Context: an optimization exercise on an open-source flow, tuned for small area. The choices shown serve that exercise and are no tape-out recipe.
In this exercise RTL edits were held to simulation tests only and were not proved equivalent to the original.

==> run X <==
Design branch_predictor, start of the top module:
module branch_predictor
#(
    parameter int IDX_BITS = 4,
    parameter int ADDR_W   = 32,
    parameter int CNT_W    = 16
) (
    input  logic              clk,
    input  logic              rst,
    input  logic [ADDR_W-1:0] f_pc,
    output logic              pred_taken,
    output logic [ADDR_W-1:0] pred_target,
    input  logic              r_valid,
    input  logic [ADDR_W-1:0] r_pc,
    input  logic [1:0]        r_branchop,
    input  logic              r_taken,
    input  logic [ADDR_W-1:0] r_target,
    input  logic              r_pred_taken,
    input  logic [ADDR_W-1:0] r_pred_target,
    output logic              mispredict,
    output logic [ADDR_W-1:0] redirect_pc,
    output logic [CNT_W-1:0]  branch_cnt,
    output logic [CNT_W-1:0]  miss_cnt
);
Settings: LEC_CHECK=0, CAP_MARGIN=20, CORE_MARGIN=2, CORE_UTILIZATION=45, CTS_BUF_LIST=sky130_fd_sc_hd__clkbuf_8, CTS_CLUSTER_DIAMETER=50, CTS_CLUSTER_SIZE=15, SLEW_MARGIN=20, SYNTH_HIERARCHICAL=1; clock period 7.5 ns.
standard.sh (not shown) runs the stock make flow with config.mk's settings and CLKGATE_MAP_FILE= SYNTH_SCRIPT=/design/flow/synth_recipe.tcl, a recipe that flattens the netlist after the stock synthesis.
==> flow/flow/run.sh <==
#!/bin/bash
set -euo pipefail
export BUFFER_PORTS_ARGS="-buffer_cell sky130_fd_sc_hd__buf_1"
bash standard.sh > standard.log 2>&1
==> run G (differences from run X) <==
--- a/flow/design.v
+++ b/flow/design.v
@@ -60,37 +60,12 @@
     logic [5:0] g_n;
     for (genvar k = 0; k < 5; k++) begin : g_grp
         bp_aoi222 u_grp (.s(sel[3*k+2:3*k]), .d(d[3*k+2:3*k]), .y_n(g_n[k]));
     end
     assign g_n[5] = ~(sel[15] & d[15]);
     assign y = ~&g_n;
-endmodule
-module bp_mux2
-#(
-    parameter int W = 1
-) (
-    input  logic         s,
-    input  logic [W-1:0] a,
-    input  logic [W-1:0] b,
-    output logic [W-1:0] y
-);
-    assign y = s ? a : b;
-endmodule
-module bp_sel3
-#(
-    parameter int W = 1
-) (
-    input  logic         sa,
-    input  logic         sb,
-    input  logic         sc,
-    input  logic [W-1:0] a,
-    input  logic [W-1:0] b,
-    input  logic [W-1:0] c,
-    output logic [W-1:0] y
-);
-    assign y = ({W{sa}} & a) | ({W{sb}} & b) | ({W{sc}} & c);
 endmodule
 module branch_predictor
 #(
     parameter int IDX_BITS = 4,
     parameter int ADDR_W   = 32,
     parameter int CNT_W    = 16
@@ -124,14 +99,12 @@
     logic [TAG_W-1:0]   f_tag, r_tag;
     logic [ROW_W-1:0]   f_row_rd;
     logic [TAG_W-1:0]   r_tag_rd;
     logic [1:0]         r_cnt_rd;
     logic               f_vld_rd, f_cnt1_rd, r_vld_rd;
     logic               f_hit, r_hit;
-    logic [ADDR_W-1:0]  f_pc_inc, r_pc_inc, redirect_d;
-    logic               rd_tgt, rd_inc, rd_hold;
     logic               is_branch;
     logic               resolve_ev;
     logic               miss_cond;
     logic [1:0]         cnt_next;
     logic [1:0]         cnt_wdata;
     logic               wr_tt, wr_cnt, wr_clr;
@@ -170,15 +143,14 @@
     bp_rd16 u_r_vld  (.sel(r_sel), .d(valid_q),  .y(r_vld_rd));
     bp_rd16 u_r_cnt0 (.sel(r_sel), .d(col_cnt0), .y(r_cnt_rd[0]));
     bp_rd16 u_r_cnt1 (.sel(r_sel), .d(col_cnt1), .y(r_cnt_rd[1]));
     always_comb begin
         f_hit       = f_vld_rd && (f_row_rd[ROW_W-1:ADDR_W] == f_tag);
         pred_taken  = f_hit && f_cnt1_rd;
-        f_pc_inc    = f_pc + ADDR_W'(4);
-    end
-    bp_mux2 #(.W(ADDR_W)) u_pred_target (.s(f_hit), .a(f_row_rd[ADDR_W-1:0]), .b(f_pc_inc), .y(pred_target));
+        pred_target = f_hit ? f_row_rd[ADDR_W-1:0] : f_pc + ADDR_W'(4);
+    end
     always_comb begin
         r_hit      = r_vld_rd && (r_tag_rd == r_tag);
         is_branch  = (r_branchop != branch_predictor_pkg::BR_NONE);
         resolve_ev = r_valid && !mispredict;
         if (is_branch) begin
             miss_cond = (r_taken != r_pred_taken) ||
@@ -191,23 +163,12 @@
         wr_clr    = resolve_ev && !is_branch && r_hit;
         cnt_wdata = r_hit ? cnt_next :
                     ((r_branchop == branch_predictor_pkg::BR_JUMP) ? branch_predictor_pkg::CNT_ST : branch_predictor_pkg::CNT_WT);
         we_tt     = r_sel & {ENTRIES{wr_tt}};
         we_cnt    = r_sel & {ENTRIES{wr_cnt}};
     end
-    always_comb begin
-        r_pc_inc = r_pc + ADDR_W'(4);
-        rd_tgt   = resolve_ev && miss_cond && r_taken;
-        rd_inc   = resolve_ev && miss_cond && !r_taken;
-        rd_hold  = !(resolve_ev && miss_cond);
-    end
-    bp_sel3 #(.W(ADDR_W)) u_redirect (
-        .sa (rd_tgt), .sb (rd_inc), .sc (rd_hold),
-        .a  (r_target), .b (r_pc_inc), .c (redirect_pc),
-        .y  (redirect_d)
-    );
     sat_counter2 u_sat_counter2 (
         .cnt      (r_cnt_rd),
         .up       (r_taken),
         .next_cnt (cnt_next)
     );
     always_ff @(posedge clk or posedge rst) begin
@@ -215,14 +176,14 @@
             mispredict  <= 1'b0;
             redirect_pc <= '0;
             branch_cnt  <= '0;
             miss_cnt    <= '0;
         end else begin
             mispredict <= resolve_ev && miss_cond;
-            redirect_pc <= redirect_d;
             if (resolve_ev && miss_cond) begin
+                redirect_pc <= r_taken ? r_target : r_pc + ADDR_W'(4);
                 miss_cnt    <= miss_cnt + CNT_W'(1);
             end
             if (resolve_ev && is_branch) begin
                 branch_cnt <= branch_cnt + CNT_W'(1);
             end
         end
==> flow/flow/run.sh (replaced) <==
#!/bin/bash
set -euo pipefail
export BUFFER_PORTS_ARGS="-buffer_cell sky130_fd_sc_hd__buf_1"
export CTS_ARGS="-sink_clustering_enable -repair_clock_nets -sink_clustering_size 18 -sink_clustering_max_diameter 60 -buf_list sky130_fd_sc_hd__clkbuf_8 -dont_use_dummy_load"
bash standard.sh > standard.log 2>&1
- CORE_UTILIZATION: 45 -> 40
- CTS_CLUSTER_DIAMETER: 50 -> 60
- CTS_CLUSTER_SIZE: 15 -> 18
==> run_results.csv <==
group,metric,value,unit
run_status,status,"timing/DRC/antenna clean",
power_and_ir_drop,pg_comb,1880,µW
finish,finalNetCount,4024,
finish,num-nonclk-inverters,45,
global_route,antenna_found_initial,4,
floorplan,chipWidth,327,µm
finish,nonClkBufAreaFrac,4.56,%
power_and_ir_drop,seq_power_share,60.0,%
finish,multi_input_cells,2328,
logic_synthesis,synth_area_per_cell,11.5,µm²
critical_path,crit_fanout,56,
power_and_ir_drop,power_clock,2880,µW
timing,hold_ws,0.471,ns
Source of the figures above: run G

==> run_results.csv <==
group,metric,value,unit
timing,hold_ws,0.478,ns
global_route,antenna_found_initial,14,
run_status,status,"timing/DRC/antenna clean",
finish,nonClkBufAreaFrac,4.91,%
finish,num-nonclk-inverters,79,
power_and_ir_drop,pg_comb,1820,µW
finish,multi_input_cells,2221,
Source of the figures above: run X

[afterwards: timing with drivers on the ports]
Ports are ideal in the flow. The routed layouts listed here were re-timed in OpenROAD. Step 1 (the two cells are an assumption about what drives the block):
set clk [get_ports {clk}]
set_driving_cell -lib_cell sky130_fd_sc_hd__clkbuf_16 $clk
set_driving_cell -lib_cell sky130_fd_sc_hd__buf_2 [delete_from_list [all_inputs] $clk]
Step 2 moves the port delays by t, midway between the first and last clock arrival at a register: inputs arrive t later, outputs are due t later. That takes back most of the time a late clock gives input paths. a / b / c = ideal / step 1 / step 2; a / b = the first two.
| run | shift t [ns] | setup WS [ns] | hold WS [ns] | worst data-port slew with drivers (ns) |
|---|---|---|---|---|
| run X | 0.873 | 0.268 / 0.243 / 0.243 | 0.478 / 0.478 / 0.478 | 0.12 |
| run G | 0.780 | 0.623 / 0.593 / 0.593 | 0.471 / 0.471 / 0.471 | 0.08 |
After both steps every run listed still meets setup and hold. The setup slack of run G, which loses most, moves by -0.030 ns with the drivers and by -0.030 ns with both steps.
